Background: an optimization exercise with open tools, aiming at small area, a short achievable clock period and few clock cycles per item. Do not read the settings as production practice. Function was checked by simulation only, so behaviour that the tests miss may differ from the original.

==> flow/design.v <==
`default_nettype none
package pifo_pkg;
    localparam int PRIO_W      = 16;   
    localparam int META_W      = 8;
    localparam int CNT_W       = 10;   
    localparam int FANOUT      = 4;    
    localparam int NODE_ADDR_W = 8;    
    localparam int ELEM_W = PRIO_W + META_W;
    localparam int SLOT_W = CNT_W + ELEM_W;
    localparam int NODE_W = FANOUT * SLOT_W;
    localparam int CMD_W  = 2 + ELEM_W + NODE_ADDR_W;    
    localparam logic [PRIO_W-1:0] PRIO_EMPTY = {PRIO_W{1'b1}};
    localparam logic [ELEM_W-1:0] EMPTY_ELEM = {PRIO_EMPTY, {META_W{1'b0}}};
    localparam logic [SLOT_W-1:0] EMPTY_SLOT = {{CNT_W{1'b0}}, EMPTY_ELEM};
    localparam logic [NODE_W-1:0] EMPTY_NODE = {FANOUT{EMPTY_SLOT}};
    localparam logic [1:0] ST_IDLE = 2'd0;
    localparam logic [1:0] ST_PUSH = 2'd1;
    localparam logic [1:0] ST_POP  = 2'd2;
    localparam logic [1:0] ST_WB   = 2'd3;
endpackage
`default_nettype wire
`timescale 1ns/1ps
`default_nettype none
module slot_min_select (
    input  wire  [pifo_pkg::NODE_W-1:0] i_node,
    output logic [1:0]                  o_min_cnt_slot,    
    output logic [1:0]                  o_min_prio_slot    
);
    always_comb begin
        logic [pifo_pkg::CNT_W-1:0]  min_cnt;
        logic [pifo_pkg::PRIO_W-1:0] min_prio;
        min_cnt         = i_node[pifo_pkg::ELEM_W +: pifo_pkg::CNT_W];
        min_prio        = i_node[pifo_pkg::META_W +: pifo_pkg::PRIO_W];
        o_min_cnt_slot  = 2'd0;
        o_min_prio_slot = 2'd0;
        for (int i = 1; i < pifo_pkg::FANOUT; i++) begin
            if (i_node[i*pifo_pkg::SLOT_W + pifo_pkg::ELEM_W +: pifo_pkg::CNT_W] < min_cnt) begin
                min_cnt        = i_node[i*pifo_pkg::SLOT_W + pifo_pkg::ELEM_W +: pifo_pkg::CNT_W];
                o_min_cnt_slot = i[1:0];
            end
            if (i_node[i*pifo_pkg::SLOT_W + pifo_pkg::META_W +: pifo_pkg::PRIO_W] < min_prio) begin
                min_prio        = i_node[i*pifo_pkg::SLOT_W + pifo_pkg::META_W +: pifo_pkg::PRIO_W];
                o_min_prio_slot = i[1:0];
            end
        end
    end
endmodule
`default_nettype wire
`timescale 1ns/1ps
`default_nettype none
module node_update #(
    parameter bit LAST_LEVEL = 1'b0
) (
    input  wire  [1:0]                  i_state,
    input  wire  [pifo_pkg::NODE_W-1:0] i_node,             
    input  wire  [pifo_pkg::ELEM_W-1:0] i_new_elem,         
    input  wire  [pifo_pkg::ELEM_W-1:0] i_child_pop_elem,
    output logic [pifo_pkg::NODE_W-1:0] o_node,
    output logic                        o_child_push,
    output logic                        o_child_pop,
    output logic [pifo_pkg::ELEM_W-1:0] o_child_elem,
    output logic [1:0]                  o_child_slot,
    output logic [pifo_pkg::ELEM_W-1:0] o_pop_elem
);
    localparam int SW = pifo_pkg::SLOT_W;
    localparam int EW = pifo_pkg::ELEM_W;
    localparam int CW = pifo_pkg::CNT_W;
    localparam int PW = pifo_pkg::PRIO_W;
    localparam int MW = pifo_pkg::META_W;
    logic [1:0]    cnt_slot;
    logic [1:0]    prio_slot;
    logic [CW-1:0] push_cnt;      
    logic [EW-1:0] push_elem;     
    logic [CW-1:0] pop_cnt;       
    slot_min_select u_sel (
        .i_node          (i_node),
        .o_min_cnt_slot  (cnt_slot),
        .o_min_prio_slot (prio_slot)
    );
    assign push_cnt  = i_node[cnt_slot*SW + EW +: CW];
    assign push_elem = i_node[cnt_slot*SW +: EW];
    assign pop_cnt   = i_node[prio_slot*SW + EW +: CW];
    assign o_pop_elem = i_node[prio_slot*SW +: EW];
    always_comb begin
        o_node       = i_node;
        o_child_push = 1'b0;
        o_child_pop  = 1'b0;
        o_child_elem = i_new_elem;
        o_child_slot = cnt_slot;
        case (i_state)
            pifo_pkg::ST_PUSH: begin
                o_node[cnt_slot*SW + EW +: CW] = push_cnt + 1'b1;
                if (push_elem[MW +: PW] == pifo_pkg::PRIO_EMPTY) begin
                    o_node[cnt_slot*SW +: EW] = i_new_elem;
                end else if (i_new_elem[MW +: PW] < push_elem[MW +: PW]) begin
                    o_node[cnt_slot*SW +: EW] = i_new_elem;       
                    o_child_elem              = push_elem;
                    o_child_push              = !LAST_LEVEL;
                end else begin
                    o_child_elem = i_new_elem;                    
                    o_child_push = !LAST_LEVEL;
                end
            end
            pifo_pkg::ST_POP, pifo_pkg::ST_WB: begin
                o_child_slot = prio_slot;
                o_child_pop  = !LAST_LEVEL && (i_state == pifo_pkg::ST_POP);
                if (LAST_LEVEL) begin
                    o_node[prio_slot*SW +: EW] = pifo_pkg::EMPTY_ELEM;
                end else begin
                    o_node[prio_slot*SW +: EW] = i_child_pop_elem;
                end
                if (pop_cnt != '0) begin
                    o_node[prio_slot*SW + EW +: CW] = pop_cnt - 1'b1;
                end
            end
            default: begin
            end
        endcase
    end
endmodule
`default_nettype wire
`timescale 1ns/1ps
`default_nettype none
module level_ram #(
    parameter int DEPTH = 1
) (
    input  wire                                 i_clk,
    input  wire                                 i_arst_n,
    input  wire                                 i_rd_en,
    input  wire  [pifo_pkg::NODE_ADDR_W-1:0]    i_rd_addr,
    output logic [pifo_pkg::NODE_W-1:0]         o_rd_node,
    input  wire                                 i_wr_en,
    input  wire  [pifo_pkg::NODE_ADDR_W-1:0]    i_wr_addr,
    input  wire  [pifo_pkg::NODE_W-1:0]         i_wr_node
);
    localparam int IDX_W = (DEPTH > 1) ? $clog2(DEPTH) : 1;
    logic [pifo_pkg::NODE_W-1:0] mem [DEPTH];
    logic [IDX_W-1:0]            rd_idx;
    logic [IDX_W-1:0]            wr_idx;
    assign rd_idx = i_rd_addr[IDX_W-1:0];
    assign wr_idx = i_wr_addr[IDX_W-1:0];
    always_ff @(posedge i_clk or negedge i_arst_n) begin
        if (!i_arst_n) begin
            for (int i = 0; i < DEPTH; i++) begin
                mem[i] <= pifo_pkg::EMPTY_NODE;    
            end
            o_rd_node <= pifo_pkg::EMPTY_NODE;
        end else begin
            if (i_wr_en) begin
                mem[wr_idx] <= i_wr_node;
            end
            if (i_rd_en) begin
                if (i_wr_en && (i_wr_addr == i_rd_addr)) begin
                    o_rd_node <= i_wr_node;        
                end else begin
                    o_rd_node <= mem[rd_idx];
                end
            end
        end
    end
endmodule
`default_nettype wire
`timescale 1ns/1ps
`default_nettype none
module pifo_level #(
    parameter int LEVEL_IDX  = 0,
    parameter bit LAST_LEVEL = 1'b0
) (
    input  wire                         i_clk,
    input  wire                         i_arst_n,
    input  wire  [pifo_pkg::CMD_W-1:0]  i_cmd,
    output logic [pifo_pkg::CMD_W-1:0]  o_child_cmd,
    input  wire  [pifo_pkg::ELEM_W-1:0] i_child_pop_elem,
    output logic [pifo_pkg::ELEM_W-1:0] o_pop_elem,
    output logic                        o_pop_valid,
    output logic                        o_busy
);
    localparam int DEPTH = pifo_pkg::FANOUT ** LEVEL_IDX;   
    logic [1:0]                      state_q;
    logic [1:0]                      state_d;
    logic [pifo_pkg::ELEM_W-1:0]     elem_q;
    logic [pifo_pkg::NODE_ADDR_W-1:0] addr_q;
    logic [pifo_pkg::NODE_W-1:0]     rd_node;
    logic [pifo_pkg::NODE_W-1:0]     new_node;
    logic [pifo_pkg::ELEM_W-1:0]     child_elem;
    logic [1:0]                      child_slot;
    logic                            child_push;
    logic                            child_pop;
    logic                            accept;
    logic                            cmd_push;
    logic                            cmd_pop;
    logic [pifo_pkg::ELEM_W-1:0]     cmd_elem;
    logic [pifo_pkg::NODE_ADDR_W-1:0] cmd_addr;
    assign {cmd_push, cmd_pop, cmd_elem, cmd_addr} = i_cmd;
    assign accept = (state_q != pifo_pkg::ST_POP) && (cmd_push || cmd_pop);
    always_comb begin
        if (state_q == pifo_pkg::ST_POP) begin
            state_d = pifo_pkg::ST_WB;      
        end else if (cmd_pop) begin
            state_d = pifo_pkg::ST_POP;
        end else if (cmd_push) begin
            state_d = pifo_pkg::ST_PUSH;
        end else begin
            state_d = pifo_pkg::ST_IDLE;
        end
    end
    always_ff @(posedge i_clk or negedge i_arst_n) begin
        if (!i_arst_n) begin
            state_q <= pifo_pkg::ST_IDLE;
        end else begin
            state_q <= state_d;
        end
    end
    always_ff @(posedge i_clk or negedge i_arst_n) begin
        if (!i_arst_n) begin
            elem_q <= '0;
            addr_q <= '0;
        end else if (accept) begin
            elem_q <= cmd_elem;
            addr_q <= cmd_addr;
        end
    end
    level_ram #(
        .DEPTH (DEPTH)
    ) u_ram (
        .i_clk     (i_clk),
        .i_arst_n  (i_arst_n),
        .i_rd_en   (accept),
        .i_rd_addr (cmd_addr),
        .o_rd_node (rd_node),
        .i_wr_en   (state_q != pifo_pkg::ST_IDLE),
        .i_wr_addr (addr_q),
        .i_wr_node (new_node)
    );
    node_update #(
        .LAST_LEVEL (LAST_LEVEL)
    ) u_update (
        .i_state          (state_q),
        .i_node           (rd_node),
        .i_new_elem       (elem_q),
        .i_child_pop_elem (i_child_pop_elem),
        .o_node           (new_node),
        .o_child_push     (child_push),
        .o_child_pop      (child_pop),
        .o_child_elem     (child_elem),
        .o_child_slot     (child_slot),
        .o_pop_elem       (o_pop_elem)
    );
    assign o_child_cmd = {child_push, child_pop, child_elem,
                          addr_q[pifo_pkg::NODE_ADDR_W-3:0], child_slot};
    assign o_pop_valid = (state_q == pifo_pkg::ST_POP);
    assign o_busy      = (state_q == pifo_pkg::ST_POP);   
endmodule
`default_nettype wire
`timescale 1ns/1ps
`default_nettype none
module pifo_tree #(
    parameter int LEVELS = 3    
) (
    input  wire             i_clk,
    input  wire             i_arst_n,
    input  wire             i_push,
    input  wire             i_pop,
    input  wire [23:0]      i_push_elem,    
    output logic            o_ready,
    output logic            o_pop_valid,
    output logic [23:0]     o_pop_elem
);
    logic [pifo_pkg::CMD_W-1:0]  cmd       [LEVELS];
    logic [pifo_pkg::ELEM_W-1:0] pop_elem  [LEVELS];
    logic                        pop_valid [LEVELS];
    logic                        busy      [LEVELS];
    assign cmd[0] = {i_push, i_pop, i_push_elem, {pifo_pkg::NODE_ADDR_W{1'b0}}};
    for (genvar k = 0; k < LEVELS; k++) begin : g_level
        if (k < LEVELS - 1) begin : g_inner
            pifo_level #(
                .LEVEL_IDX  (k),
                .LAST_LEVEL (1'b0)
            ) u_level (
                .i_clk            (i_clk),
                .i_arst_n         (i_arst_n),
                .i_cmd            (cmd[k]),
                .o_child_cmd      (cmd[k+1]),
                .i_child_pop_elem (pop_elem[k+1]),
                .o_pop_elem       (pop_elem[k]),
                .o_pop_valid      (pop_valid[k]),
                .o_busy           (busy[k])
            );
        end else begin : g_last
            pifo_level #(
                .LEVEL_IDX  (k),
                .LAST_LEVEL (1'b1)
            ) u_level (
                .i_clk            (i_clk),
                .i_arst_n         (i_arst_n),
                .i_cmd            (cmd[k]),
                .o_child_cmd      (),
                .i_child_pop_elem (pifo_pkg::EMPTY_ELEM),    
                .o_pop_elem       (pop_elem[k]),
                .o_pop_valid      (pop_valid[k]),
                .o_busy           (busy[k])
            );
        end
    end
    assign o_ready     = !busy[0];       
    assign o_pop_valid = pop_valid[0];
    assign o_pop_elem  = pop_elem[0];
endmodule
`default_nettype wire
==> flow/run.sh <==
#!/bin/bash
# synth_recipe.tcl (not shown) runs the flow's synth.tcl, then flattens the netlist and writes it again
# the make line also repeats each setting of config.mk as NAME=value (left out here)
make -C /OpenROAD-flow-scripts/flow DESIGN_CONFIG=/design/flow/config.mk WORK_HOME=/design/flow/orfs CLKGATE_MAP_FILE= SYNTH_SCRIPT=/design/flow/synth_recipe.tcl finish
==> flow/config.mk <==
export PLATFORM = sky130hd
export DESIGN_NAME = pifo_tree
export DESIGN_NICKNAME = pifo_tree
export VERILOG_FILES = /design/flow/design.v
export SDC_FILE = /design/flow/constraint.sdc
export NUM_CORES = 4
export LEC_CHECK = 0
export CAP_MARGIN = 20
export CORE_MARGIN = 2
export CORE_UTILIZATION = 30
export SETUP_SLACK_MARGIN = 0.2
export SLEW_MARGIN = 20
==> flow/constraint.sdc <==
create_clock -name core_clock -period 12.0 [get_ports {i_clk}]
set_input_delay 2.4000 -clock core_clock [delete_from_list [all_inputs] [get_ports {i_clk}]]
set_output_delay 2.4000 -clock core_clock [all_outputs]
set_load 0.01 [all_outputs]
==> metrics.yaml <==
avgSynthCellArea_um2: 8.92
clk_path_buf_depth: 4
routed_wl_um: 1050000
drt-wirelength-per-cell_um: 34.6
tns_ns: 0
path_common_cell: "buf_4"
period_minus_slack_ns: 11.59
rows: 287
r2r_cells: 40
slew_viol_final: 0
fmax_ghz: 0.0863
critPathLaunchType: "register"
via_per_inst: 5.97
cp_data_required_time_ns: 12.88
critical_path_peak_fanout: 17
numPortBuffers: 53
critPathCaptureType: "register"
ys_ff_latch: 3348
die_w_um: 785
period_share_pct: 96.6
finalInstanceArea_um2: 225000
initial_core_util_pct: 30.0
grt_overflow: 0
min_from: "g_level[2].g_last.u_level.u_ram.mem[12][118]$_DFFE_PN1P_"
dpl_cell_area_um2: 212000
grt_max_degree: 178
antenna_found_initial: 84
setup_violations: 0
async_flop_share_pct: 100
max_stage_delay_ns: 0.91
syn_area_um2: 183000
yosysWarnings: 18
drt_pass1_iterations: 9
dieArea_um2: 617000
ctsHoldBuffers: 0
final_layout_size_suffix_gt1_share_pct: 25.4
clock_skew_ns: 0.0955
worst_slew_pin_slew_ns: 1.29
route.detailed.drc: 0
yosys.cell_types.count: 130
synth_edf_count: 0
rsz0062_at_grt: "false"
postRouteAntennaNets: 0
routabilityCongestion: 1.08
drv_cap: 0
outcome: "no timing/DRC/antenna violations"
hold_path_depth: 2
maxSlewHeadroom_pct: 14.2
grt_usage_pct: 32.9
drt_iter0_drc: 22883
cts_root_buf: "clkbuf_16"
final_common_cell: "nand2_1"
hpwl_um: 776000
critical_path_class: "reg2reg"
worstReg2RegEnd: "g_level[2].g_last.u_level.u_ram.mem[5][29]$_DFFE_PN0P_"
coreArea_um2: 610000
r2r_slack_ns: 0.41
hold_viol: 0
die_y_um: 785
cts_tree: "yes"
cts_sinks: 3348
grt_pass1_wl_um: 1440000
cts_buffers: 375
final_cell_mix: "nand2_1, o21ai_0, buf_4"
syn_nets: 20887
r2r-start: "g_level[2].g_last.u_level.u_ram.o_rd_node[29]$_DFFE_PN0P_"
vias: 181048
hold_end: "g_level[2].g_last.u_level.u_ram.mem[12][118]$_DFFE_PN1P_"
nets: 22180
syn_inst: 20544
io_pins: 54
grt_pass1_vias: 172379
ys.flop_type: "dfrtp_1"
htreeDepth: 5
clkLatencyLatePin_ns: 1.08
seq_area_frac_synth_pct: 46.8
clkTransAtPathRegs_ns: 0.06
arrival_ns: 12.47
cp_slowest_cell: "nor4_4"
hold_class: "reg2reg"
syn_to_final_growth_pct: 22.8
==> cell families after synthesis <==
logic type / Yosys count / synth area share, %
XOR/XNOR: 29 / 0.139
multiplexers: 827 / 6.03
flip-flops: 3348 / 46.8
adder cells (fa/ha/maj): 315 / 2.15
buffers and inverters: 2013 / 4.22
AO/OA/AOI/OAI: 7303 / 25.3
AND/OR/NAND/NOR: 6709 / 15.4
==> how the worst max path moves through the flow <==
stage	from	endpoint	slack, ns	cells past startpoint
floorplan	g_level[1].g_inner.u_level.u_ram.o_rd_node[15]$_DFFE_PN1P_	g_level[1].g_inner.u_level.u_ram.mem[2][126]$_DFFE_PN0P_	1.45	46
global placement	g_level[2].g_last.u_level.u_ram.o_rd_node[9]$_DFFE_PN1P_	g_level[2].g_last.u_level.u_ram.mem[13][132]$_DFFE_PN0P_	0.65	40
detailed placement	g_level[2].g_last.u_level.u_ram.o_rd_node[9]$_DFFE_PN1P_	g_level[2].g_last.u_level.u_ram.mem[5][132]$_DFFE_PN0P_	0.65	40
CTS	g_level[0].g_inner.u_level.u_ram.o_rd_node[13]$_DFFE_PN1P_	o_pop_elem[9]	0.33	30
global route	g_level[0].g_inner.u_level.u_ram.o_rd_node[22]$_DFFE_PN1P_	o_pop_elem[9]	0.21	29
finish	g_level[2].g_last.u_level.u_ram.o_rd_node[29]$_DFFE_PN0P_	g_level[2].g_last.u_level.u_ram.mem[5][29]$_DFFE_PN0P_	0.41	40
==> worst max-delay path: cells and delay by family (launching register included) <==
family                   cells  cell delay (ns)
buffers and inverters       11             2.09
AND/OR/NAND/NOR              9             3.38
multiplexers                 1             0.32
AO/OA/AOI/OAI               15             3.57
adder cells (fa/ha/maj)      4             1.29
flip-flops                   1             0.70
==> cell usage after synthesis (all sizes together), types with 42 or more instances <==
cell     count  area [um2]
ha         315        3940
a21o       111         833
mux2       310        3500
dfstp     1536       40400
o21a        87         661
clkbuf    1531        5750
a22o       145        1270
a222oi     248        2480
dfrtp     1812       45300
a22oi      416        3120
a211oi     171        1330
mux4       189        4260
nor4        56         403
nor3       255        1320
a32oi      118        1050
o211ai     211        1580
a2bb2oi     44         398
nand2     4243       15900
a31oi      225        1470
a221oi     154        1410
and3       108         676
a311oi      51         453
and2        97         607
nand3      493        2490
nand4      185        1170
a21oi      883        4450
mux2i      328        3290
buf        244        1080
nor2      1017        3830
o31ai      111         867
nand2b      47         302
a211o       42         368
o22ai      177        1110
or3         51         319
o21ai     3453       17300
inv        230         871
o221ai     121        1070
a221o       62         621
==> repair_timing <==
item / CTS / global route
pin swaps: 0 / 3
buffers inserted: 0 / 10
endpoints found under the setup margin: 5 / 146
gates resized for setup: 3 / 4
==> per-layer routing <==
metal	track usage, %	vias up	share of wire [%]
met3	6.18	2461	8.2
li1	-	77602	-
met4	20.7	30	7.7
met2	49.5	9623	43
met1	43.6	91332	41
met5	0	-	0.020
==> flip-flops by register name, indices dropped and copies added (netlist names), 4 cells and up <==
signal	cells
g_level.g_inner.u_level.state_q	4
g_level.g_last.u_level.u_ram.o_rd_node	136
g_level.g_inner.u_level.elem_q	48
g_level.g_inner.u_level.u_ram.o_rd_node	272
g_level.g_last.u_level.addr_q	4
g_level.g_inner.u_level.u_ram.mem	680
g_level.g_last.u_level.u_ram.mem	2176
g_level.g_last.u_level.elem_q	24
==> area by class of cell <==
cell class	instances	area [um2]
multi-input combinational	15183	90800
clock inverter	135	1840
tap	8092	10100
antenna	54	135
fill	62000	385000
clock buffer	570	11000
timing repair buffer	2691	24400
inverter	238	902
sequential	3348	85700
==> through the flow <==
stage | cells | hold WS [ns] | setup slack, ns | utilization, %
finish | 30311 | 0.459 | 0.409 | 36.9
global route | 30261 | 0.473 | 0.207 | 36.9
CTS | 30246 | 0.459 | 0.330 | 36.8
detailed placement | 29541 | 0.448 | 0.646 | 34.7
global placement | 29540 | 0.445 | 0.649 | 34.7
floorplan | 20544 | 0.437 | 1.45 | -
Testbench counts, summed over its fixed seeds: cycles 35,752, ops 24,000.

==> separate check: timing with driven ports <==
Ports are ideal in the flow. The routed layout listed here was re-timed in OpenROAD. Step 1, drivers: a clkbuf_16 drives i_clk and a buf_2 each remaining input, both assumed. Step 2 adds t to the input delays and takes it off the output delays; t is the mean of the earliest and latest rising clock arrival at the registers after step 1. Input paths then give back, and output paths get back, about the clock's delay inside the block. Three values: no drivers, after step 1, after step 2; two values: the first two.
t, ns: 1.169
setup slack, ns: 0.409 / 0.409 / 0.409
clock arrival spread, ns: 0.105 / 0.105
cell pins on the clock port's net: 1
After both steps this run still meets setup and hold. For this run, drivers alone change the setup slack by 0.000 ns; drivers and shift together by 0.000 ns.
